Context: an optimization exercise on an open-source flow, tuned for a short achievable clock period and few clock cycles per item. The choices shown serve that exercise and are no tape-out recipe.
At most, simulation tests tie the RTL to the original design; equivalence was not proved.
No functional check of the RTL was part of run 2.
Power is estimated from default activity; no workload was simulated.

==> flow/design.v <==
package asws_pkg;
    localparam int DEPTH_DEFAULT = 64;
    localparam int WORD_W = 32;
    localparam logic [2:0] CMD_PUSH   = 3'd0;
    localparam logic [2:0] CMD_POP    = 3'd1;
    localparam logic [2:0] CMD_PEEK   = 3'd2;
    localparam logic [2:0] CMD_SEARCH = 3'd3;
    localparam logic [2:0] CMD_SET    = 3'd4;
    localparam logic [2:0] CMD_CLEAR  = 3'd5;
    localparam logic [2:0] ST_OK      = 3'd0;
    localparam logic [2:0] ST_EMPTY   = 3'd1;
    localparam logic [2:0] ST_FULL    = 3'd2;
    localparam logic [2:0] ST_BADPOS  = 3'd3;
    localparam logic [2:0] ST_NOMATCH = 3'd4;
    typedef struct packed {
        logic        [2:0]        command;
        logic signed [WORD_W-1:0] value;
        logic        [6:0]        position;
    } t_in_item;
    typedef struct packed {
        logic        [2:0]        status;
        logic signed [WORD_W-1:0] data;
        logic        [6:0]        match_position;
        logic                     last;
    } t_out_item;
endpackage
module asws_ram #(
    parameter  int WIDTH = 32,
    parameter  int DEPTH = 64,
    localparam int AW    = (DEPTH > 1) ? $clog2(DEPTH) : 1
) (
    input  logic             i_clk,
    input  logic             i_we,
    input  logic [AW-1:0]    i_waddr,
    input  logic [WIDTH-1:0] i_wdata,
    input  logic [AW-1:0]    i_raddr,
    output logic [WIDTH-1:0] o_rdata
);
    logic [WIDTH-1:0] r_mem [DEPTH];
    logic [WIDTH-1:0] r_rdata;
    always_ff @(posedge i_clk) begin
        if (i_we) begin
            r_mem[i_waddr] <= i_wdata;
        end
        r_rdata <= r_mem[i_raddr];
    end
    assign o_rdata = r_rdata;
endmodule
module array_stack_with_search_top #(
    parameter int DEPTH = asws_pkg::DEPTH_DEFAULT
) (
    input  logic                 i_clk,
    input  logic                 i_rst_n,
    input  logic                 start,
    output logic                 busy,
    input  logic [41:0]          i_item_bits,
    output logic                 o_strobe,
    output logic [42:0]          o_result_bits
);
    localparam int W  = asws_pkg::WORD_W;
    localparam int G  = 8;                  
    localparam int MW = DEPTH + 1;          
    localparam int NG = (MW + G - 1) / G;   
    localparam int PW = NG * G;             
    localparam int NT = DEPTH / G;          
    localparam int QK = 11;                 
    localparam int QN = QK + 1;             
    logic          r_busy;
    logic          s0_v;
    logic [41:0]   s0_item;
    always_ff @(posedge i_clk) begin
        s0_item <= i_item_bits;
        if (!i_rst_n) begin
            s0_v <= 1'b0;
        end else begin
            s0_v <= start && !r_busy;
        end
    end
    assign busy = r_busy;
    logic [2:0]       s0_cmd;
    logic [W-1:0]     s0_val;
    logic [6:0]       s0_pos;
    assign s0_cmd = s0_item[41:39];
    assign s0_val = s0_item[38:7];
    assign s0_pos = s0_item[6:0];
    logic [W-1:0]     r_mem [DEPTH];
    logic [DEPTH-1:0] r_occ;          
    logic [DEPTH-1:0] r_free;         
    logic [DEPTH-1:0] occ_next;
    logic [DEPTH-1:0] free_next;
    logic             s1_push, s1_pop, s1_peek, s1_search, s1_set, s1_clear;
    logic [W-1:0]     s1_val;
    logic [DEPTH-1:0] s1_we_set;      
    logic             s1_set_ok;
    always_comb begin
        occ_next = r_occ;
        if (s1_clear) begin
            occ_next = '0;
        end else if (s1_push) begin
            occ_next = {r_occ[DEPTH-2:0], 1'b1};
        end else if (s1_pop) begin
            occ_next = {1'b0, r_occ[DEPTH-1:1]};
        end
        for (int i = 0; i < DEPTH; i++) begin
            free_next[i] = !occ_next[i] && ((i == 0) ? 1'b1 : occ_next[(i == 0) ? 0 : i - 1]);
        end
    end
    logic [DEPTH-1:0] s0_posoh;
    logic [DEPTH-1:0] s0_set_hit;
    always_comb begin
        for (int i = 0; i < DEPTH; i++) begin
            s0_posoh[i] = (s0_pos == 7'(i + 1));
        end
        s0_set_hit = s0_posoh & occ_next;
    end
    always_ff @(posedge i_clk) begin
        s1_val    <= s0_val;
        s1_set_ok <= |s0_set_hit;
        if (!i_rst_n) begin
            s1_push   <= 1'b0;
            s1_pop    <= 1'b0;
            s1_peek   <= 1'b0;
            s1_search <= 1'b0;
            s1_set    <= 1'b0;
            s1_clear  <= 1'b0;
            s1_we_set <= '0;
        end else begin
            s1_push   <= s0_v && (s0_cmd == asws_pkg::CMD_PUSH);
            s1_pop    <= s0_v && (s0_cmd == asws_pkg::CMD_POP);
            s1_peek   <= s0_v && (s0_cmd == asws_pkg::CMD_PEEK);
            s1_search <= s0_v && (s0_cmd == asws_pkg::CMD_SEARCH);
            s1_set    <= s0_v && (s0_cmd == asws_pkg::CMD_SET);
            s1_clear  <= s0_v && (s0_cmd == asws_pkg::CMD_CLEAR);
            s1_we_set <= (s0_v && (s0_cmd == asws_pkg::CMD_SET)) ? s0_set_hit : '0;
        end
    end
    logic             full, empty;
    logic [DEPTH-1:0] top_oh;         
    assign full  = r_occ[DEPTH-1];
    assign empty = !r_occ[0];
    always_comb begin
        for (int i = 0; i < DEPTH; i++) begin
            top_oh[i] = r_occ[i] && ((i == DEPTH - 1) ? 1'b1 : !r_occ[(i == DEPTH - 1) ? i : i + 1]);
        end
    end
    always_ff @(posedge i_clk) begin
        for (int i = 0; i < DEPTH; i++) begin
            if ((s1_push && r_free[i]) || s1_we_set[i]) begin
                r_mem[i] <= s1_val;
            end
        end
    end
    always_ff @(posedge i_clk) begin
        if (!i_rst_n) begin
            r_occ  <= '0;
            r_free <= DEPTH'(1);
        end else begin
            r_occ  <= occ_next;
            r_free <= free_next;
        end
    end
    logic [3:0]       s2_eqb  [DEPTH];    
    logic [DEPTH-1:0] s2_occ;
    logic [W-1:0]     s2_part [NT];       
    logic             s2_v;
    logic             s2_srch;
    logic             s2_data;
    logic [2:0]       s2_status;
    always_ff @(posedge i_clk) begin
        for (int i = 0; i < DEPTH; i++) begin
            for (int b = 0; b < 4; b++) begin
                s2_eqb[i][b] <= (r_mem[i][8*b +: 8] == s1_val[8*b +: 8]);
            end
        end
        for (int g = 0; g < NT; g++) begin
            logic [W-1:0] acc;
            acc = '0;
            for (int j = 0; j < G; j++) begin
                acc = acc | ({W{top_oh[g*G+j]}} & r_mem[g*G+j]);
            end
            s2_part[g] <= acc;
        end
        s2_occ    <= r_occ;
        s2_srch   <= s1_search;
        s2_data   <= (s1_pop || s1_peek) && !empty;
        s2_status <= asws_pkg::ST_OK;
        if (s1_push && full) begin
            s2_status <= asws_pkg::ST_FULL;
        end
        if ((s1_pop || s1_peek) && empty) begin
            s2_status <= asws_pkg::ST_EMPTY;
        end
        if (s1_set && !s1_set_ok) begin
            s2_status <= asws_pkg::ST_BADPOS;
        end
        if (!i_rst_n) begin
            s2_v <= 1'b0;
        end else begin
            s2_v <= s1_push || s1_pop || s1_peek || s1_search || s1_set || s1_clear;
        end
    end
    logic [PW-1:0] hit;
    logic [W-1:0]  top_word;
    always_comb begin
        hit = '0;
        for (int i = 0; i < DEPTH; i++) begin
            hit[i+1] = s2_occ[i] && (&s2_eqb[i]);
        end
        top_word = '0;
        for (int g = 0; g < NT; g++) begin
            top_word = top_word | s2_part[g];
        end
    end
    logic          s3_v;
    logic          s3_srch;
    logic [2:0]    s3_status;
    logic [PW-1:0] s3_pay;
    always_ff @(posedge i_clk) begin
        s3_srch   <= s2_srch;
        s3_status <= s2_status;
        s3_pay    <= s2_srch ? hit : (s2_data ? PW'(top_word) : '0);
        if (!i_rst_n) begin
            s3_v <= 1'b0;
        end else begin
            s3_v <= s2_v;
        end
    end
    logic          s4_v,    s5_v,    s6_v,    s7_v;
    logic          s4_srch, s5_srch, s6_srch, s7_srch;
    logic [2:0]    s4_status, s5_status, s6_status, s7_status;
    logic [PW-1:0] s4_pay,  s5_pay,  s6_pay,  s7_pay;
    logic [NG-1:0] s4_gnz,  s5_gnz,  s6_gnz,  s7_gnz;
    logic [3:0]    s4_c [NG];
    logic [4:0]    s5_c [(NG + 1) / 2];
    logic [6:0]    s6_c [2];
    logic [6:0]    s7_cnt;
    logic          s7_le1;
    always_ff @(posedge i_clk) begin
        s4_srch   <= s3_srch;
        s4_status <= s3_status;
        s4_pay    <= s3_pay;
        for (int g = 0; g < NG; g++) begin
            logic [3:0] c;
            c = '0;
            for (int j = 0; j < G; j++) begin
                c = c + 4'(s3_pay[g*G+j]);
            end
            s4_c[g]   <= c;
            s4_gnz[g] <= |s3_pay[g*G +: G];
        end
        s5_srch   <= s4_srch;
        s5_status <= s4_status;
        s5_pay    <= s4_pay;
        s5_gnz    <= s4_gnz;
        for (int k = 0; k < (NG + 1) / 2; k++) begin
            s5_c[k] <= 5'(s4_c[2*k]) + ((2*k + 1 < NG) ? 5'(s4_c[(2*k + 1 < NG) ? 2*k + 1 : 0]) : 5'd0);
        end
        s6_srch   <= s5_srch;
        s6_status <= s5_status;
        s6_pay    <= s5_pay;
        s6_gnz    <= s5_gnz;
        s6_c[0]   <= 7'(s5_c[0]) + 7'(s5_c[1]);
        s6_c[1]   <= 7'(s5_c[2]) + 7'(s5_c[3]) + ((NG > 8) ? 7'(s5_c[(NG > 8) ? 4 : 0]) : 7'd0);
        s7_srch   <= s6_srch;
        s7_pay    <= s6_pay;
        s7_gnz    <= s6_gnz;
        s7_cnt    <= s6_c[0] + s6_c[1];
        s7_status <= (s6_srch && !(|s6_gnz)) ? asws_pkg::ST_NOMATCH : s6_status;
        s7_le1    <= !s6_srch || ((s6_c[0] + s6_c[1]) <= 7'd1);
        if (!i_rst_n) begin
            s4_v <= 1'b0;
            s5_v <= 1'b0;
            s6_v <= 1'b0;
            s7_v <= 1'b0;
        end else begin
            s4_v <= s3_v;
            s5_v <= s4_v;
            s6_v <= s5_v;
            s7_v <= s6_v;
        end
    end
    logic [QN-1:0] q_v;
    logic          q_srch   [QN];
    logic          q_le1    [QN];
    logic [6:0]    q_cnt    [QN];
    logic [2:0]    q_status [QN];
    logic [NG-1:0] q_gnz    [QN];
    logic [PW-1:0] q_pay    [QN];
    logic          pop_q;
    logic [NG-1:0] head_first;               
    logic [G-1:0]  head_grp   [NG];
    logic [G-1:0]  head_rest  [NG];          
    logic [2:0]    head_idx   [NG];          
    logic [PW-1:0] head_next;
    logic [NG-1:0] head_gnz_next;
    logic [6:0]    head_pos;
    assign pop_q = q_v[0] && q_le1[0];
    always_comb begin
        logic seen;
        seen = 1'b0;
        for (int g = 0; g < NG; g++) begin
            head_first[g] = q_gnz[0][g] && !seen;
            seen          = seen || q_gnz[0][g];
        end
        for (int g = 0; g < NG; g++) begin
            logic below;
            head_grp[g]  = q_pay[0][g*G +: G];
            head_idx[g]  = '0;
            below        = 1'b0;
            for (int j = 0; j < G; j++) begin
                head_rest[g][j] = head_grp[g][j] && below;
                below           = below || head_grp[g][j];
            end
            for (int j = G - 1; j >= 0; j--) begin
                if (head_grp[g][j]) begin
                    head_idx[g] = 3'(j);
                end
            end
        end
        head_pos = '0;
        for (int g = 0; g < NG; g++) begin
            head_next[g*G +: G] = head_first[g] ? head_rest[g] : head_grp[g];
            head_gnz_next[g]    = head_first[g] ? (|head_rest[g]) : q_gnz[0][g];
            head_pos            = head_pos | (head_first[g] ? {4'(g), head_idx[g]} : 7'd0);
        end
    end
    always_ff @(posedge i_clk) begin
        for (int k = 0; k < QN; k++) begin
            if (pop_q) begin
                if (s7_v && q_v[k] && ((k == QN - 1) ? 1'b1 : !q_v[(k == QN - 1) ? k : k + 1])) begin
                    q_srch[k]   <= s7_srch;
                    q_le1[k]    <= s7_le1;
                    q_cnt[k]    <= s7_cnt;
                    q_status[k] <= s7_status;
                    q_gnz[k]    <= s7_gnz;
                    q_pay[k]    <= s7_pay;
                end else if (k < QN - 1) begin
                    q_srch[k]   <= q_srch[(k < QN - 1) ? k + 1 : k];
                    q_le1[k]    <= q_le1[(k < QN - 1) ? k + 1 : k];
                    q_cnt[k]    <= q_cnt[(k < QN - 1) ? k + 1 : k];
                    q_status[k] <= q_status[(k < QN - 1) ? k + 1 : k];
                    q_gnz[k]    <= q_gnz[(k < QN - 1) ? k + 1 : k];
                    q_pay[k]    <= q_pay[(k < QN - 1) ? k + 1 : k];
                end
            end else begin
                if (s7_v && !q_v[k] && ((k == 0) ? 1'b1 : q_v[(k == 0) ? 0 : k - 1])) begin
                    q_srch[k]   <= s7_srch;
                    q_le1[k]    <= s7_le1;
                    q_cnt[k]    <= s7_cnt;
                    q_status[k] <= s7_status;
                    q_gnz[k]    <= s7_gnz;
                    q_pay[k]    <= s7_pay;
                end else if (k == 0 && q_v[0]) begin
                    q_le1[k] <= (q_cnt[0] == 7'd2);
                    q_cnt[k] <= q_cnt[0] - 7'd1;
                    q_gnz[k] <= head_gnz_next;
                    q_pay[k] <= head_next;
                end
            end
        end
        if (!i_rst_n) begin
            q_v <= '0;
        end else begin
            for (int k = 0; k < QN; k++) begin
                if (pop_q) begin
                    q_v[k] <= (k == QN - 1) ? 1'b0 : q_v[(k < QN - 1) ? k + 1 : k];
                    if (s7_v && q_v[k] && ((k == QN - 1) ? 1'b1 : !q_v[(k == QN - 1) ? k : k + 1])) begin
                        q_v[k] <= 1'b1;
                    end
                end else begin
                    if (s7_v && !q_v[k] && ((k == 0) ? 1'b1 : q_v[(k == 0) ? 0 : k - 1])) begin
                        q_v[k] <= 1'b1;
                    end
                end
            end
        end
    end
    logic [4:0] r_held;
    logic [4:0] held_next;
    logic       s0_takes;
    assign s0_takes  = s0_v && (s0_cmd <= asws_pkg::CMD_CLEAR);
    assign held_next = r_held + 5'(s0_takes) - 5'(pop_q);
    always_ff @(posedge i_clk) begin
        if (!i_rst_n) begin
            r_held <= '0;
            r_busy <= 1'b0;
        end else begin
            r_held <= held_next;
            r_busy <= (held_next >= 5'(QK));
        end
    end
    logic        r_strobe;
    logic [42:0] r_out;
    always_ff @(posedge i_clk) begin
        r_out[42:40] <= q_status[0];
        r_out[39:8]  <= q_srch[0] ? '0 : q_pay[0][W-1:0];
        r_out[7:1]   <= q_srch[0] ? head_pos : 7'd0;
        r_out[0]     <= q_le1[0];
        if (!i_rst_n) begin
            r_strobe <= 1'b0;
        end else begin
            r_strobe <= q_v[0];
        end
    end
    assign o_strobe      = r_strobe;
    assign o_result_bits = r_out;
endmodule
==> flow/run.sh <==
#!/bin/bash
# synth_recipe.tcl (not shown) runs the flow's synth.tcl, then flattens the netlist and writes it again
# the make line also repeats each setting of config.mk as NAME=value (left out here)
make -C /OpenROAD-flow-scripts/flow DESIGN_CONFIG=/design/flow/config.mk WORK_HOME=/design/flow/orfs CLKGATE_MAP_FILE= SYNTH_SCRIPT=/design/flow/synth_recipe.tcl finish
==> flow/config.mk <==
export PLATFORM = sky130hd
export DESIGN_NAME = array_stack_with_search_top
export DESIGN_NICKNAME = array_stack_with_search_top
export VERILOG_FILES = /design/flow/design.v
export SDC_FILE = /design/flow/constraint.sdc
export NUM_CORES = 4
export LEC_CHECK = 0
export ABC_CLOCK_PERIOD_IN_PS = 2500
export CAP_MARGIN = 20
export CORE_MARGIN = 2
export CORE_UTILIZATION = 30
export SETUP_SLACK_MARGIN = 3.5
export SLEW_MARGIN = 20
export TNS_END_PERCENT = 100
==> flow/constraint.sdc <==
create_clock -name core_clock -period 6.0 [get_ports {i_clk}]
set_input_delay 1.2000 -clock core_clock [delete_from_list [all_inputs] [get_ports {i_clk}]]
set_output_delay 1.2000 -clock core_clock [all_outputs]
set_load 0.01 [all_outputs]
==> results.cfg, run 1 <==
[flow_run]
drv.max_cap_violation_count = 0

[clocking]
clock_sinks = 4444
h-tree-depth = 5
root_buffer_master = clkbuf_16
tritoncts.num_buffers = 430
tritoncts_clock_tree = done
clkTransAtPathRegs_ps = 60
cts_hold_repair.buffers = 0
clock_insertion_delay_worst_skew_ps = 1080
clock_path_buffers = 4

[sta]
timing.setup.tns_ps = 0
final.period_utilization = 0.471
timing_max_transition_violations_final = 0
report.final.hold_viol_count = 0
finalSetupViolations = 0
headroom_to_the_max_slew_limit = 0.170
achievable-frequency_mhz = 354
timing.hold.ws_ps = 316
layout_min_cycle_time_ps = 2820
rsz_0062_raised_after_global_routing = true
worstMarginPinSlew_ps = 1230
fin_worst_skew_ps = 132

[pwr]
p_per_area_nw_per_um2 = 310
power.total_mw = 62.9
vdd.ir_drop.worst_mv = 0.267
power.leakage_nw = 64.8

[floorplanning]
coreArea_um2 = 586000
effective_utilization_at_floorplan = 0.301
io_pins = 90
dieArea_um2 = 595000
rows = 281
die_h_um = 771
die_w_um = 771

[routing]
wire_length_reported_by_the_detailed_router_mm = 492
antenna_violating_nets_post_route = 0
post_drt_via_cell_ratio = 4.96
drt_iter0_markers = 10700
count_of_tritonroute_iterations_in_the_first_routing_pass = 6
post-route-drc-count = 0
routedWlPerCell_um = 24.2
dr_total_vias = 101000

[global_routing]
grt_pass1_wl_mm = 704
grt_pass1_vias = 98300
globalRouteTotalUtil = 0.158
grt.overflow.total = 0
initial_antenna_violation_count = 43
grt_start_max_net_pins = 129

[layout]
nNetsFinal = 12300
postLayoutCoreUtil = 0.346
mostFrequentLayoutCell = edfxtp_1
drive_above_1_share = 0.174
layout.cells.most_common_list = edfxtp_1, xnor2_1, dfxtp_1
final_cell_count_no_fill = 20400
relative_area_change_from_synthesis_to_final_layout_pct = 14.8

[yosys]
synth-seq-area-share = 0.678
synth_edf_count = 3076
syn_avg_cell_area_um2 = 14.6
ys.warnings.count = 16
post_synth_inst_count = 12100
dominantRegCellSynth = edfxtp_1
yosys_register_bits = 4444
async_flop_share = 0
post_synth_num_cell_types = 86
cell_area_synth_um2 = 177000
synth_nets = 12300

[hold_path]
hold_path.class = reg -> reg

[worst_setup_path]
worst-path-max-fanout = 2
critical_path_required_ps = 6840
critPathCaptureType = flip-flop
timing.critical_path.from_type = flip-flop
critical_path_class = reg -> reg
worst_path_arrival_time_ps = 3670

[outcome]
status = complete, no violations

[placed_design]
place_inst = 19500
gpl.final_weighted_congestion = 0.896
port-buffer-count = 89
hpwlAfterDp_mm = 330
cell usage after synthesis (81+ instances only):
library cell / number / area share
xnor2_1: 2077 / 0.10
o21ai_0: 115 / 0.0033
nand4_1: 815 / 0.029
nor2_1: 443 / 0.0094
buf_1: 91 / 0.0019
inv_1: 171 / 0.0036
a22oi_1: 983 / 0.042
nand2_1: 173 / 0.0037
a21oi_1: 94 / 0.0027
mux2_2: 864 / 0.055
edfxtp_1: 3076 / 0.52
buf_2: 101 / 0.0029
clkbuf_1: 569 / 0.012
nor2b_1: 183 / 0.0065
a21o_1: 81 / 0.0034
dfxtp_1: 1368 / 0.16
layout make-up:
class	count	area (um^2)
clock buffers	616	12700
diodes	36	90.1
repair inverters	2	27.5
flip-flops and latches	4444	120000
repair buffers	390	3500
well taps	7782	9740
inverters	175	697
multi-input cells	6735	54000
clock inverters	196	1970
fillers	56100	383000
critical path, cell delays in order (launching register included):
cell and delay [ps]:
dfxtp_4 350, fa_1 530, inv_1 50, fa_1 520, fa_1 420, inv_1 70
ha_2 180, inv_2 40, fa_1 430, xnor2_1 130
worst paths after layout:
check        slack [ps]    endpoint  cells after the start        from
min                 320  s6_pay[35]                      0  s5_pay[35]
max                3180  s4_c[0][2]                      9   s3_pay[0]
max reg2reg        3180  s4_c[0][2]                      9   s3_pay[0]
min reg2reg         320  s6_pay[35]                      0  s5_pay[35]
where the power goes:
group / leakage (nW) / switching [mW] / internal, mW / total [mW]
registers: 37.5 / 0.312 / 32.7 / 33.0
logic: 20.0 / 1.24 / 0.699 / 1.94
clock network: 7.23 / 12.0 / 15.9 / 27.9
total: 64.8 / 13.6 / 49.3 / 62.9
registers in the layout (all words and copies together) (netlist names), 65 cells and up:
signal	flops
s2_part	256
q_cnt	84
s3_pay	65
q_pay	776
s7_pay	65
r_mem	2048
q_gnz	108
s2_eqb	256
s6_pay	65
metrics by stage:
stage / area [um^2] / setup slack (ps)
after floorplan: 177000 / 3050
after global placement: 187000 / 2060
after detailed placement: 187000 / 2240
after CTS: 202000 / 3170
after global routing: 203000 / 3120
final: 203000 / 3180
cell families after synthesis:
kind of cell | after synthesis | share of synthesized area
and+or+nand+nor | 2019 | 0.0631
buffers and inverters | 945 | 0.0211
AOI/OAI and AO/OA | 1577 | 0.0653
DFF | 4444 | 0.678
adders and majority gates | 126 | 0.0105
xor gates and xnor gates | 2082 | 0.103
muxes | 925 | 0.0586
what timing repair did:
| action | 4_1_cts | 5_1_grt |
|---|---|---|
| buffers inserted | 26 | 33 |
| gates resized for setup | 327 | 74 |
| pin swaps | 27 | 29 |
| gates cloned | 3 | 6 |
| endpoints found under the setup margin | 2600 | 520 |
layer usage:
layer / track usage / up-vias / wire length, um
met5: 0 / - / 58
met4: 0.0597 / 10 / 19500
met3: 0.0248 / 816 / 34000
met2: 0.252 / 3748 / 226000
met1: 0.217 / 51100 / 213000
li1: - / 45400 / -
Testbench counts, summed over its fixed seeds: cycles 9,266, items 4,800.
==> run 2: changes to the inputs <==
--- a/flow/design.v
+++ b/flow/design.v
@@ -217,2 +217,4 @@
     logic [PW-1:0] s3_pay;
+    logic [2:0]    s3_n [DEPTH/4];    
+    logic          s3_top;            
     always_ff @(posedge i_clk) begin
@@ -221,2 +223,6 @@
         s3_pay    <= s2_srch ? hit : (s2_data ? PW'(top_word) : '0);
+        for (int k = 0; k < DEPTH / 4; k++) begin
+            s3_n[k] <= 3'(hit[4*k+1]) + 3'(hit[4*k+2]) + 3'(hit[4*k+3]) + 3'((k == DEPTH / 4 - 1) ? 1'b0 : hit[4*k+4]);
+        end
+        s3_top <= hit[DEPTH];
         if (!i_rst_n) begin
@@ -232,5 +238,5 @@
     logic [NG-1:0] s4_gnz,  s5_gnz,  s6_gnz,  s7_gnz;
-    logic [3:0]    s4_c [NG];
-    logic [4:0]    s5_c [(NG + 1) / 2];
-    logic [6:0]    s6_c [2];
+    logic [3:0]    s4_c [DEPTH/8];
+    logic [4:0]    s5_c [DEPTH/16];
+    logic [5:0]    s6_c [2];
     logic [6:0]    s7_cnt;
@@ -242,10 +248,7 @@
         for (int g = 0; g < NG; g++) begin
-            logic [3:0] c;
-            c = '0;
-            for (int j = 0; j < G; j++) begin
-                c = c + 4'(s3_pay[g*G+j]);
-            end
-            s4_c[g]   <= c;
             s4_gnz[g] <= |s3_pay[g*G +: G];
         end
+        for (int k = 0; k < DEPTH / 8; k++) begin
+            s4_c[k] <= 4'(s3_n[2*k]) + 4'(s3_n[2*k+1]) + 4'((k == DEPTH / 8 - 1) ? s3_top : 1'b0);
+        end
         s5_srch   <= s4_srch;
@@ -254,4 +257,4 @@
         s5_gnz    <= s4_gnz;
-        for (int k = 0; k < (NG + 1) / 2; k++) begin
-            s5_c[k] <= 5'(s4_c[2*k]) + ((2*k + 1 < NG) ? 5'(s4_c[(2*k + 1 < NG) ? 2*k + 1 : 0]) : 5'd0);
+        for (int k = 0; k < DEPTH / 16; k++) begin
+            s5_c[k] <= 5'(s4_c[2*k]) + 5'(s4_c[2*k+1]);
         end
@@ -261,4 +264,4 @@
         s6_gnz    <= s5_gnz;
-        s6_c[0]   <= 7'(s5_c[0]) + 7'(s5_c[1]);
-        s6_c[1]   <= 7'(s5_c[2]) + 7'(s5_c[3]) + ((NG > 8) ? 7'(s5_c[(NG > 8) ? 4 : 0]) : 7'd0);
+        s6_c[0]   <= 6'(s5_c[0]) + 6'(s5_c[1]);
+        s6_c[1]   <= 6'(s5_c[2]) + 6'(s5_c[3]);
         s7_srch   <= s6_srch;
@@ -266,5 +269,6 @@
         s7_gnz    <= s6_gnz;
-        s7_cnt    <= s6_c[0] + s6_c[1];
+        s7_cnt    <= 7'(s6_c[0]) + 7'(s6_c[1]);
         s7_status <= (s6_srch && !(|s6_gnz)) ? asws_pkg::ST_NOMATCH : s6_status;
-        s7_le1    <= !s6_srch || ((s6_c[0] + s6_c[1]) <= 7'd1);
+        s7_le1    <= !s6_srch || ((s6_c[0] == 6'd0) && (s6_c[1] <= 6'd1))
+                              || ((s6_c[1] == 6'd0) && (s6_c[0] <= 6'd1));
         if (!i_rst_n) begin
==> results.cfg, run 2 <==
[yosys]
yosys-top-cells-area = edfxtp_1, dfxtp_1, xnor2_1, mux2_2, a22oi_1
synth-seq-area-share = 0.680
synth_nets = 12400
yosys-top-cells-count = edfxtp_1, xnor2_1, dfxtp_1
yosys_register_bits = 4491
post_synth_inst_count = 12200
synth.top_cell.area_share = 0.521
ys.warnings.count = 17
dominantRegCellSynth = edfxtp_1
post_synth_num_cell_types = 80
async_flop_share = 0
synth_edf_count = 3076
synthMostInstantiatedCell = edfxtp_1
cell_area_synth_um2 = 177000
synth_top_area_cell = edfxtp_1
syn_avg_cell_area_um2 = 14.5

[pwr]
power.clock.fraction = 0.439
p_per_area_nw_per_um2 = 309
power.net_switching_mw = 13.4
power.total_mw = 62.6
proportion_of_power_drawn_by_combinational_gates = 0.029
p_int_mw = 49.2
sw_share = 0.214
power.leakage_nw = 65.3
seq_power_share = 0.532
vdd.ir_drop.worst_mv = 0.339

[worst_setup_path]
timing.critical_path.cells = buf_6
timing.critical_path.from_type = flip-flop
critPathBufInv = 1
critical_path_required_ps = 4800
worst-path-max-fanout = 2
critPathCaptureType = primary output
critical_path_class = reg -> out
cpLargestDelayFamily = flip-flops
critical_path.slowest_cell = dfxtp_4
critical-path-max-stage-delay_ps = 500
worst_path_arrival_time_ps = 1710

[floorplanning]
io_pins = 90
die_h_um = 773
effective_utilization_at_floorplan = 0.301
dieArea_um2 = 597000
die_w_um = 773
coreArea_um2 = 589000
rows = 282

[routing]
count_of_tritonroute_iterations_in_the_first_routing_pass = 11
routedWlPerCell_um = 24.0
dr_total_vias = 101000
antenna_violating_nets_post_route = 0
maxUsedRoutingLayer = met5
wl_met3_mm = 34.6
met2WireLength_mm = 217
drt_iter0_markers = 11400
route.layer.met1.wl_mm = 216
wire_length_reported_by_the_detailed_router_mm = 491
post-route-drc-count = 0
post_drt_via_cell_ratio = 4.95

[sta]
rsz_0062_raised_after_global_routing = true
report.final.hold_viol_count = 0
timing.setup.tns_ps = 0
achievable-frequency_mhz = 343
final.period_utilization = 0.486
worstMarginPinSlew_ps = 1450
layout_min_cycle_time_ps = 2910
finalSetupViolations = 0
headroom_to_the_max_slew_limit = 0.0264
fin_worst_skew_ps = 107
timing_max_transition_violations_final = 0

[global_routing]
initial_antenna_violation_count = 39
globalRouteTotalUtil = 0.156
grt_pass1_vias = 98300
grt_pass1_wl_mm = 703
grt_start_max_net_pins = 129
grt.overflow.total = 0

[clocking]
clock_path_buffers = 4
tritoncts_clock_tree = done
clock_sinks = 4491
root_buffer_master = clkbuf_16
tritoncts.num_buffers = 427
h-tree-depth = 5
cts_hold_repair.buffers = 0
clock_insertion_delay_worst_skew_ps = 1040
clkTransAtPathRegs_ps = 70

[layout]
largest_reg_flops = 2048
drive_above_1_share = 0.169
design_area_um2 = 203000
nNetsFinal = 12400
registers.top_by_ff_count = r_mem
mostFrequentLayoutCell = edfxtp_1
biggestRegsByFlops = r_mem (2048), q_pay (779)
layout.cells.most_common_list = edfxtp_1, xnor2_1, dfxtp_1
relative_area_change_from_synthesis_to_final_layout_pct = 14.3
postLayoutCoreUtil = 0.344
final_cell_count_no_fill = 20400

[placed_design]
port-buffer-count = 89
cell_area_after_placement_um2 = 187000
place_inst = 19500
gpl.final_weighted_congestion = 0.928
hpwlAfterDp_mm = 328

[hold_path]
hold_path.class = reg -> reg

[flow_run]
drv.max_cap_violation_count = 0

[outcome]
status = complete, no violations
==> run 2: power groups by stage <==
stage,sequential (mW),clock [mW],combinational [mW]
detailed placement,34.0,0,1.76
CTS,33.3,27.9,1.78
global route,33.3,29.1,1.94
floorplan,33.8,0,1.15
finish,33.3,27.5,1.82
global placement,34.0,0,1.76
==> run 2: cell type report <==
| class | count | area, um^2 |
|---|---|---|
| Fill cell | 56700 | 386000 |
| Timing Repair inverter | 1 | 11.3 |
| Sequential cell | 4491 | 121000 |
| Clock inverter | 203 | 1810 |
| Tap cell | 7810 | 9770 |
| Clock buffer | 602 | 12500 |
| Multi-Input combinational cell | 6826 | 54000 |
| Antenna cell | 63 | 158 |
| Inverter | 122 | 517 |
| Timing Repair Buffer | 328 | 3070 |
==> run 2: kinds of logic (layout without fill, tap and decap cells) <==
group	after synthesis	after routing	synth area share
simple gates	2142	2144	0.0640
other cells	0	63	0
compound gates	1532	1532	0.0631
flops	4491	4491	0.680
mux	934	934	0.0592
fa+ha+maj	133	133	0.0107
xor+xnor	2083	2083	0.103
buf+inv	885	1256	0.0197
==> run 2: repair_timing <==
item | CTS | global route
gates resized for setup | 282 | 74
pin swaps | 2 | 3
endpoints found under the setup margin | 1967 | 321
buffers inserted | 15 | 26
gates cloned | 1 | 2
==> run 2: worst paths after layout <==
check                                   start   endpoint  slack [ps]  cells after the start
worst max-delay path                   r_busy       busy        3090                      1
worst min-delay path                s4_gnz[5]  s5_gnz[5]         310                      0
worst max register to register  s2_part[4][8]  s3_pay[8]        3440                      4
worst min register to register      s4_gnz[5]  s5_gnz[5]         310                      0
==> run 2: through the flow <==
step           worst slack, ps  hold slack [ps]
2_1_floorplan             2850              310
3_3_place_gp              2650              309
6_report                  3090              309
3_5_place_dp              2660              312
4_1_cts                   3030              308
5_1_grt                   3050              311
==> run 2: layer usage <==
layer / global-route usage / up-vias
met2: 0.238 / 3867
met3: 0.0248 / 761
met5: 0 / -
met4: 0.0696 / 2
met1: 0.219 / 51000
li1: - / 45500
==> run 3: changes to the inputs <==
--- a/flow/design.v
+++ b/flow/design.v
@@ -68,2 +68,3 @@
     logic          r_busy;
+    logic          r_take;         
     logic          s0_v;
@@ -75,3 +76,3 @@
         end else begin
-            s0_v <= start && !r_busy;
+            s0_v <= start && r_take;
         end
@@ -390,2 +391,3 @@
             r_busy <= 1'b0;
+            r_take <= 1'b1;
         end else begin
@@ -393,2 +395,3 @@
             r_busy <= (held_next >= 5'(QK));
+            r_take <= (held_next < 5'(QK));
         end
==> results.cfg, run 3 <==
[routing]
count_of_tritonroute_iterations_in_the_first_routing_pass = 9
post_drt_via_cell_ratio = 5.01
drt_iter0_markers = 10800
dr_total_vias = 102000
routedWlPerCell_um = 24.4
antenna_violating_nets_post_route = 0
post-route-drc-count = 0
wire_length_reported_by_the_detailed_router_mm = 499

[global_routing]
met1_usage = 0.226
grt_start_max_net_pins = 129
grt.overflow.total = 0
grt_use_met2 = 0.247
grt_pass1_vias = 99400
grt_pass1_wl_mm = 715
m3_gr_usage = 0.0229
initial_antenna_violation_count = 38
gr-max-usage-layer = met2
globalRouteTotalUtil = 0.160

[worst_setup_path]
critical_path_cell_count = 7
critical_path_class = reg -> reg
path_common_cell = or4_1
critical-path-max-stage-delay_ps = 540
worst_path_arrival_time_ps = 3820
cpLargestDelayFamily = simple AND/OR/NAND/NOR gates
ff2ff_path_depth = 7
timing.critical_path.cells = mux2_4, mux2i_4, o32ai_2, or4_1, a2111o_1, or4_1, or4_1
worst-path-max-fanout = 8
critical_path_required_ps = 6900
critPathBufInv = 0
timing.critical_path.from_type = flip-flop
critPathCaptureType = flip-flop
critical_path.slowest_cell = or4_1

[floorplanning]
io_pins = 90
effective_utilization_at_floorplan = 0.301
coreArea_um2 = 589000
rows = 282
die_h_um = 773
die_w_um = 773
dieArea_um2 = 597000

[pwr]
vdd.ir_drop.worst_mv = 0.272
sw_share = 0.216
seq_power_share = 0.528
power.leakage_nw = 65.9
power.clock.fraction = 0.444
power.total_mw = 63.2
p_per_area_nw_per_um2 = 311
proportion_of_power_drawn_by_combinational_gates = 0.028
p_int_mw = 49.6
power.net_switching_mw = 13.6

[placed_design]
port-buffer-count = 89
place_inst = 19500
hpwlAfterDp_mm = 331
cell_area_after_placement_um2 = 187000
gpl.final_weighted_congestion = 0.919

[clocking]
clock_path_buffers = 4
root_buffer_master = clkbuf_16
clock_insertion_delay_worst_skew_ps = 1050
tritoncts_clock_tree = done
clock_sinks = 4492
clkTransAtPathRegs_ps = 70
tritoncts.num_buffers = 431
h-tree-depth = 5

[layout]
final_cell_count_no_fill = 20400
registers.top_by_ff_count = r_mem
nFillCells = 56400
nNetsFinal = 12400
drive_above_1_share = 0.169
biggestRegsByFlops = r_mem (2048), q_pay (779)
largest_reg_flops = 2048
design_area_um2 = 203000
layout.cells.most_common_list = edfxtp_1, xnor2_1, dfxtp_1
relative_area_change_from_synthesis_to_final_layout_pct = 14.8
postLayoutCoreUtil = 0.345
mostFrequentLayoutCell = edfxtp_1

[sta]
report.final.hold_viol_count = 0
timing_max_transition_violations_final = 0
layout_min_cycle_time_ps = 2930
fin_worst_skew_ps = 127
rsz_0062_raised_after_global_routing = true
achievable-frequency_mhz = 342
finalSetupViolations = 0
timing.setup.tns_ps = 0
worstMarginPinSlew_ps = 1230
final.period_utilization = 0.488
headroom_to_the_max_slew_limit = 0.171

[hold_path]
hold-path-cell-count = 0
hold_path.class = reg -> reg

[yosys]
syn_avg_cell_area_um2 = 14.5
yosys-top-cells-count = edfxtp_1, xnor2_1, dfxtp_1
synthMostInstantiatedCell = edfxtp_1
yosys-top-cells-area = edfxtp_1, dfxtp_1, xnor2_1, mux2_2, a22oi_1
synth-seq-area-share = 0.681
synth_nets = 12400
async_flop_share = 0
yosys_register_bits = 4492
dominantRegCellSynth = edfxtp_1
synth.top_cell.area_share = 0.521
post_synth_num_cell_types = 67
cell_area_synth_um2 = 177000
synth_edf_count = 3076
post_synth_inst_count = 12200
ys.warnings.count = 17
synth_top_area_cell = edfxtp_1

[outcome]
status = complete, no violations

[flow_run]
drv.max_cap_violation_count = 0
==> run 3: power groups by stage <==
stage | clock network, mW | registers (mW) | logic (mW)
floorplan | 0 | 33.8 | 1.15
global placement | 0 | 34.0 | 1.73
detailed placement | 0 | 34.0 | 1.74
CTS | 28.5 | 33.4 | 1.76
global route | 29.7 | 33.3 | 1.91
finish | 28.1 | 33.4 | 1.79
==> run 3: per-stage QoR <==
stage | worst slack [ps] | hold WS (ps)
after global placement | 2170 | 309
after floorplan | 2950 | 310
after detailed placement | 2130 | 312
final | 3070 | 298
after CTS | 3130 | 301
after global routing | 3070 | 313
==> run 3: logic make-up after synthesis <==
logic type / after synthesis / share of synthesized area
DFF: 4492 / 0.681
and+or+nand+nor: 2128 / 0.0639
xor gates and xnor gates: 2083 / 0.103
AOI/OAI and AO/OA: 1556 / 0.0639
muxes: 915 / 0.0580
buffers and inverters: 900 / 0.0192
adders and majority gates: 135 / 0.0108
==> run 3: worst paths after layout <==
path / slack [ps] / end / startpoint
setup reg to reg: 3070 / s1_set_ok / s1_pop
hold reg to reg: 300 / s7_pay[57] / s6_pay[57]
setup / recovery: 3070 / s1_set_ok / s1_pop
hold / removal: 300 / s7_pay[57] / s6_pay[57]
==> run 3: layer usage <==
layer / vias up / share of wire
li1: 45600 / -
met1: 52000 / 0.44
met2: 3907 / 0.45
met3: 773 / 0.069
met4: 4 / 0.044
met5: - / 0.000056
==> run 3: final cells by class <==
cell class,instances,area (um^2),share of cell area
Antenna cell,49,123,0.000603
Tap cell,7810,9770,0.0481
Timing Repair Buffer,325,3190,0.0157
Sequential cell,4492,121000,0.594
Inverter,130,524,0.00258
Clock buffer,601,12500,0.0617
Timing Repair inverter,2,22.5,0.000111
Clock inverter,210,2150,0.0106
Multi-Input combinational cell,6818,54100,0.266
==> run 3: timing repair <==
item	CTS	global route
cloned	3	4
pin swaps	8	13
resized for setup	277	89
endpoints found under the setup margin	1050	394
hold buffers	0	0
setup buffers	20	21
Testbench counts of run 3, summed over its fixed seeds: cycles 9,266, items 4,800.
==> run 4: changes to the inputs <==
--- a/flow/design.v
+++ b/flow/design.v
@@ -88,4 +88,6 @@
     logic [DEPTH-1:0] r_occ;          
+    logic [6:0]       r_cnt;          
     logic [DEPTH-1:0] r_free;         
     logic [DEPTH-1:0] occ_next;
+    logic             full, empty;
     logic [DEPTH-1:0] free_next;
@@ -95,2 +97,4 @@
     logic             s1_set_ok;
+    assign full  = r_occ[DEPTH-1];
+    assign empty = !r_occ[0];
     always_comb begin
@@ -110,2 +114,3 @@
     logic [DEPTH-1:0] s0_set_hit;
+    logic             s0_set_ok;
     always_comb begin
@@ -115,2 +120,11 @@
         s0_set_hit = s0_posoh & occ_next;
+        if (s1_clear) begin
+            s0_set_ok = 1'b0;
+        end else if (s1_push && !full) begin
+            s0_set_ok = (s0_pos != 7'd0) && (s0_pos <= r_cnt + 7'd1);
+        end else if (s1_pop && !empty) begin
+            s0_set_ok = (s0_pos != 7'd0) && (s0_pos < r_cnt);
+        end else begin
+            s0_set_ok = (s0_pos != 7'd0) && (s0_pos <= r_cnt);
+        end
     end
@@ -118,3 +132,3 @@
         s1_val    <= s0_val;
-        s1_set_ok <= |s0_set_hit;
+        s1_set_ok <= s0_set_ok;
         if (!i_rst_n) begin
@@ -137,6 +151,3 @@
     end
-    logic             full, empty;
     logic [DEPTH-1:0] top_oh;         
-    assign full  = r_occ[DEPTH-1];
-    assign empty = !r_occ[0];
     always_comb begin
@@ -157,2 +168,3 @@
             r_free <= DEPTH'(1);
+            r_cnt  <= '0;
         end else begin
@@ -160,2 +172,9 @@
             r_free <= free_next;
+            if (s1_clear) begin
+                r_cnt <= '0;
+            end else if (s1_push && !full) begin
+                r_cnt <= r_cnt + 7'd1;
+            end else if (s1_pop && !empty) begin
+                r_cnt <= r_cnt - 7'd1;
+            end
         end
@@ -217,3 +236,4 @@
     logic [2:0]    s3_status;
-    logic [PW-1:0] s3_pay;
+    logic [PW-1:0] s3_hit;
+    logic [W-1:0]  s3_word;
     logic [2:0]    s3_n [DEPTH/4];    
@@ -223,3 +243,4 @@
         s3_status <= s2_status;
-        s3_pay    <= s2_srch ? hit : (s2_data ? PW'(top_word) : '0);
+        s3_hit    <= hit;
+        s3_word   <= s2_data ? top_word : '0;
         for (int k = 0; k < DEPTH / 4; k++) begin
@@ -247,5 +268,5 @@
         s4_status <= s3_status;
-        s4_pay    <= s3_pay;
+        s4_pay    <= s3_srch ? s3_hit : PW'(s3_word);
         for (int g = 0; g < NG; g++) begin
-            s4_gnz[g] <= |s3_pay[g*G +: G];
+            s4_gnz[g] <= |s3_hit[g*G +: G];
         end
--- a/flow/config.mk
+++ b/flow/config.mk
@@ -7,8 +7,8 @@
 export LEC_CHECK = 0
-export ABC_CLOCK_PERIOD_IN_PS = 2500
-export CAP_MARGIN = 20
+export ABC_CLOCK_PERIOD_IN_PS = 2000
+export CAP_MARGIN = 40
 export CORE_MARGIN = 2
 export CORE_UTILIZATION = 30
-export SETUP_SLACK_MARGIN = 3.5
-export SLEW_MARGIN = 20
+export SETUP_SLACK_MARGIN = 4.0
+export SLEW_MARGIN = 30
 export TNS_END_PERCENT = 100
==> results.cfg, run 4 <==
[clocking]
cts_hold_repair.buffers = 0
clkTransAtPathRegs_ps = 60
tritoncts.num_buffers = 440
h-tree-depth = 5
clock_insertion_delay_worst_skew_ps = 1050
tritoncts_clock_tree = done
root_buffer_master = clkbuf_16
clock_sinks = 4544
clock_path_buffers = 4

[flow_run]
drv.max_cap_violation_count = 0

[yosys]
synth.top_cell.area_share = 0.518
ys.warnings.count = 17
dominantRegCellSynth = edfxtp_1
yosys_register_bits = 4544
synth_edf_count = 3087
cell_area_synth_um2 = 179000
async_flop_share = 0
synthMostInstantiatedCell = edfxtp_1
synth-seq-area-share = 0.682
syn_avg_cell_area_um2 = 14.6
post_synth_inst_count = 12200
yosys-top-cells-area = edfxtp_1, dfxtp_1, xnor2_1, mux2_2, a22oi_1
synth_top_area_cell = edfxtp_1
yosys-top-cells-count = edfxtp_1, xnor2_1, dfxtp_1
synth_nets = 12400
post_synth_num_cell_types = 68

[sta]
headroom_to_the_max_slew_limit = 0.293
achievable-frequency_mhz = 370
fin_worst_skew_ps = 111
layout_min_cycle_time_ps = 2700
timing_max_transition_violations_final = 0
final.period_utilization = 0.451
worstMarginPinSlew_ps = 1060
timing.setup.tns_ps = 0
finalSetupViolations = 0
timing.hold.ws_ps = 312
report.final.hold_viol_count = 0
rsz_0062_raised_after_global_routing = true

[layout]
mostFrequentLayoutCell = edfxtp_1
largest_reg_flops = 2048
final-seq-area_um2 = 122000
biggestRegsByFlops = r_mem (2048), q_pay (787)
relative_area_change_from_synthesis_to_final_layout_pct = 20.0
drive_above_1_share = 0.210
registers.top_by_ff_count = r_mem
layout.cells.most_common_list = edfxtp_1, xnor2_1, dfxtp_1
area_of_the_multi_input_gates_um2 = 59300
nNetsFinal = 12800
nFillCells = 55400

[routing]
dr_total_vias = 105000
drt_iter0_markers = 10900
wire_length_reported_by_the_detailed_router_mm = 528
routedWlPerCell_um = 25.4
count_of_tritonroute_iterations_in_the_first_routing_pass = 9
antenna_violating_nets_post_route = 0
post-route-drc-count = 0
post_drt_via_cell_ratio = 5.02

[pwr]
power.net_switching_mw = 13.5
p_int_mw = 50.2
p_per_area_nw_per_um2 = 297
power.clock.fraction = 0.448
vdd.ir_drop.worst_mv = 0.256
sw_share = 0.212
proportion_of_power_drawn_by_combinational_gates = 0.027
seq_power_share = 0.525
power.leakage_nw = 70.6

[worst_setup_path]
worst-path-max-fanout = 1
critPathBufInv = 1
critPathCaptureType = primary output
critical_path_required_ps = 4800
critical_path.slowest_cell = dfxtp_4
critical_path_class = reg -> out
worst_path_arrival_time_ps = 1500
critical-path-max-stage-delay_ps = 410
cpLargestDelayFamily = flip-flops
timing.critical_path.cells = buf_6
timing.critical_path.from_type = flip-flop

[global_routing]
met1_usage = 0.223
grt_use_met2 = 0.259
grt_start_max_net_pins = 129
gr-max-usage-layer = met2
grt_pass1_vias = 100000
globalRouteTotalUtil = 0.161
grt_pass1_wl_mm = 727
m3_gr_usage = 0.0206
grt.overflow.total = 0
initial_antenna_violation_count = 35

[floorplanning]
rows = 283
dieArea_um2 = 602000
coreArea_um2 = 594000
effective_utilization_at_floorplan = 0.301
die_w_um = 776
io_pins = 90
die_h_um = 776

[outcome]
status = complete, no violations

[placed_design]
hpwlAfterDp_mm = 323
gpl.final_weighted_congestion = 0.874
port-buffer-count = 89

[hold_path]
hold_path.class = reg -> reg
-- run 4: per-stage QoR --
step	utilization	instances	power (mW)	area (um^2)	worst slack (ps)
floorplan	-	12200	35.1	180000	3210
global placement	0.318	19500	35.7	189000	2340
detailed placement	0.320	19600	35.7	190000	2370
CTS	0.352	20600	64.1	209000	3150
global route	0.361	20800	65.4	214000	3210
finish	0.361	20800	63.7	215000	3300
-- run 4: area by class of cell --
class	instances	share of cell area
Clock inverter	202	0.00870
Tap cell	7837	0.0457
Inverter	141	0.00273
Clock buffer	627	0.0609
Timing Repair Buffer	578	0.0361
Antenna cell	22	0.000257
Multi-Input combinational cell	6876	0.276
Sequential cell	4544	0.569
-- run 4: kinds of logic after synthesis --
| logic type | count (synthesis) | synth area share |
|---|---|---|
| compound gates | 1563 | 0.0640 |
| xor+xnor | 2092 | 0.102 |
| fa+ha+maj | 150 | 0.0117 |
| buf+inv | 914 | 0.0200 |
| flops | 4544 | 0.682 |
| mux | 955 | 0.0597 |
| simple gates | 2027 | 0.0604 |
-- run 4: path summary, 6_finish.rpt --
path | startpoint | cells after the start | slack [ps] | end
max | r_busy | 1 | 3300 | busy
min | s5_pay[38] | 0 | 310 | s6_pay[38]
max reg2reg | q_le1[0] | 11 | 3640 | q_pay[5][61]
min reg2reg | s5_pay[38] | 0 | 310 | s6_pay[38]
-- run 4: repair_timing --
action,in CTS,in global routing
cloned,52,90
setup buffers,144,94
pin swaps,66,104
resized for setup,620,747
endpoints found under the setup margin,3087,1729
-- run 4: power by group through the flow --
stage | Clock (mW) | Sequential [mW] | Combinational [mW]
final | 28.5 | 33.4 | 1.72
after global routing | 30.2 | 33.4 | 1.83
after CTS | 28.9 | 33.5 | 1.64
after detailed placement | 0 | 34.2 | 1.51
after global placement | 0 | 34.2 | 1.42
after floorplan | 0 | 34.1 | 1.01
-- run 4: per-layer routing --
layer  wire [um]  part of all wire  vias up
li1            -                 -    46600
met1      222000              0.42    53200
met2      248000              0.47     3980
met3       33000             0.062      934
met4       25900             0.049        6
met5          44          0.000083        -
Testbench counts of run 4, summed over its fixed seeds: cycles 9,266, items 4,800.
==> run 5: changes to the inputs <==
--- a/flow/config.mk
+++ b/flow/config.mk
@@ -7,3 +7,3 @@
 export LEC_CHECK = 0
-export ABC_CLOCK_PERIOD_IN_PS = 2000
+export ABC_CLOCK_PERIOD_IN_PS = 2500
 export CAP_MARGIN = 40
@@ -11,3 +11,3 @@
 export CORE_UTILIZATION = 30
-export SETUP_SLACK_MARGIN = 4.0
+export SETUP_SLACK_MARGIN = 3.5
 export SLEW_MARGIN = 30
==> results.cfg, run 5 <==
[worst_setup_path]
timing.critical_path.from_type = flip-flop
ff2ff_path_depth = 5
critPathBufInv = 1
worst-path-max-fanout = 1
worst_path_arrival_time_ps = 1450
timing.critical_path.cells = buf_6
r2r_start = s2_eqb[31][3]
cpLargestDelayFamily = flip-flops
worst_r2r_endpoint = s3_n[7][1]
critical_path.slowest_cell = dfxtp_4
critical_path_cell_count = 1
startpoint_of_the_worst_setup_timing_path = r_strobe
critical-path-max-stage-delay_ps = 390
critical_path_required_ps = 4800
r2r_setup_slk_ps = 3510
critPathCaptureType = primary output
critical_path_class = reg -> out
crit_end = o_strobe

[pwr]
vdd.ir_drop.worst_mv = 0.387
p_per_area_nw_per_um2 = 310
power.leakage_nw = 66.7

[layout]
largest_reg_flops = 2048
drive_above_1_share = 0.171
final_cell_count_no_fill = 20500
mostFrequentLayoutCell = edfxtp_1
layout.cells.most_common_list = edfxtp_1, xnor2_1, dfxtp_1
registers.top_by_ff_count = r_mem
biggestRegsByFlops = r_mem (2048), q_pay (787)
nNetsFinal = 12500
relative_area_change_from_synthesis_to_final_layout_pct = 15.0

[routing]
post-route-drc-count = 0
post_drt_via_cell_ratio = 4.95
drt_iter0_markers = 10700
wire_length_reported_by_the_detailed_router_mm = 489
antenna_violating_nets_post_route = 0
count_of_tritonroute_iterations_in_the_first_routing_pass = 8
routedWlPerCell_um = 23.8
dr_total_vias = 102000

[sta]
achievable-frequency_mhz = 377
timing.setup.tns_ps = 0
worstMarginPinSlew_ps = 1130
final.period_utilization = 0.442
timing_max_transition_violations_final = 0
fin_worst_skew_ps = 130
layout_min_cycle_time_ps = 2650
finalSetupViolations = 0
report.final.hold_viol_count = 0
rsz_0062_raised_after_global_routing = true
headroom_to_the_max_slew_limit = 0.244

[yosys]
ys.warnings.count = 17
post_synth_num_cell_types = 68
yosys_register_bits = 4544
syn_avg_cell_area_um2 = 14.6
synth_edf_count = 3087
synth-seq-area-share = 0.682
yosys-top-cells-count = edfxtp_1, xnor2_1, dfxtp_1
cell_area_synth_um2 = 179000
post_synth_inst_count = 12200
async_flop_share = 0
synth_nets = 12400
synth_top_area_cell = edfxtp_1
dominantRegCellSynth = edfxtp_1
synth.top_cell.area_share = 0.518
synthMostInstantiatedCell = edfxtp_1
yosys-top-cells-area = edfxtp_1, dfxtp_1, xnor2_1, mux2_2, a22oi_1

[floorplanning]
coreArea_um2 = 594000
io_pins = 90
rows = 283
die_h_um = 776
die_w_um = 776
effective_utilization_at_floorplan = 0.301
dieArea_um2 = 602000

[global_routing]
initial_antenna_violation_count = 24
grt_pass1_wl_mm = 702
grt.overflow.total = 0
grt_start_max_net_pins = 129
globalRouteTotalUtil = 0.155
grt_pass1_vias = 98700

[clocking]
clock_sinks = 4544
clock_insertion_delay_worst_skew_ps = 1060
clkTransAtPathRegs_ps = 70
root_buffer_master = clkbuf_16
h-tree-depth = 5
tritoncts_clock_tree = done
clock_path_buffers = 4
tritoncts.num_buffers = 434
cts_hold_repair.buffers = 0

[placed_design]
place_inst = 19600
gpl.final_weighted_congestion = 0.889
port-buffer-count = 89
hpwlAfterDp_mm = 325

[flow_run]
drv.max_cap_violation_count = 0

[outcome]
status = complete, no violations

[hold_path]
hold_path.class = reg -> reg
-- run 5: power by group --
part           leakage [nW]  switching, mW  internal (mW)
Sequential             38.8          0.174           33.3
Clock                  7.52           12.3           16.4
Combinational          20.3          0.919          0.603
-- run 5: cell families (layout without fill, tap and decap cells) --
family,count (synthesis),in the layout,share of synthesized area
buffers and inverters,914,1344,0.0200
AO/OA/AOI/OAI,1563,1563,0.0640
multiplexers,955,955,0.0597
AND/OR/NAND/NOR,2027,2035,0.0604
adder cells (fa/ha/maj),150,150,0.0117
other,0,6,0
XOR/XNOR,2092,2092,0.102
flip-flops,4544,4544,0.682
-- run 5: through the flow --
stage               hold slack (ps)  cell area, um^2  worst slack [ps]  utilization  total power [mW]
floorplan                       310           179000              3150            -              35.1
global placement                310           189000              2020        0.318              35.6
detailed placement              312           190000              2180        0.319              35.7
CTS                             303           205000              3240        0.345              64.2
global route                    311           206000              3260        0.346              65.5
finish                          311           206000              3350        0.346              63.7
-- run 5: how the worst min path moves through the flow --
stage,depth (start not counted),end,from
after floorplan,0,s1_val[0],s0_item[7]
after global placement,0,s7_pay[35],s6_pay[35]
after detailed placement,0,s1_val[0],s0_item[7]
after CTS,0,s6_pay[9],s5_pay[9]
after global routing,0,s7_pay[59],s6_pay[59]
final,0,s6_pay[9],s5_pay[9]
-- run 5: timing repair --
item                                    4_1_cts  5_1_grt
resized for setup                           260       57
buffers inserted                              6       23
endpoints found under the setup margin     2319      644
pin swaps                                     7       13
cloned                                        4        7
-- run 5: final cells by class --
type	count	area (um^2)
fill	56400	388000
sequential	4544	122000
multi-input combinational	6795	54200
clock buffer	611	13000
tap	7837	9810
timing repair buffer	375	3810
clock inverter	215	2130
inverter	141	561
timing repair inverter	2	22.5
antenna	6	15.0
-- run 5: per-layer routing --
metal | part of all wire | global-route usage | up-vias
li1 | - | - | 45800
met1 | 0.44 | 0.217 | 51600
met2 | 0.45 | 0.244 | 3342
met3 | 0.060 | 0.0188 | 738
met4 | 0.045 | 0.0630 | 10
met5 | 0.00012 | 0 | -
-- run 5: worst register-to-register path, stage by stage (launching register included) --
cell and delay (ps):
dfxtp_1 370, nand3_1 230, nor2_1 740, fa_1 550, ha_1 190, ha_1 280

-- afterwards: timing with drivers on the ports --
The flow's constraints put no driver on any port. The routed layouts listed below were extracted and timed again, unchanged, in two steps.
Step 1 assumes that a clkbuf_16 drives the clock port and a buf_2 every other input.
Step 2 also shifts input and output timing later by t, the mid clock arrival at the registers, as if the neighbouring blocks saw the same clock.
Slacks: no drivers / after step 1 / after step 2; pairs: no drivers / after step 1.
run | t, ns | setup slack, ns | worst setup path after step 2 | worst register clock-pin slew, ns | pins driven straight from the clock port
run 1 | 1.124 | 3.177 / 3.149 / 2.673 | input to register | 0.08 / 0.08 | 1
run 2 | 1.099 | 3.085 / 2.974 / 2.825 | input to register | 0.08 / 0.08 | 1
run 3 | 1.119 | 3.075 / 3.075 / 2.497 | input to register | 0.09 / 0.09 | 1
run 4 | 1.123 | 3.296 / 3.173 / 2.973 | input to register | 0.07 / 0.07 | 1
run 5 | 1.121 | 3.348 / 3.221 / 2.549 | input to register | 0.07 / 0.07 | 1
After both steps setup and hold are still met in every run listed. For run 5, which loses most, drivers alone change the setup slack by -0.127 ns; drivers and shift together by -0.799 ns.
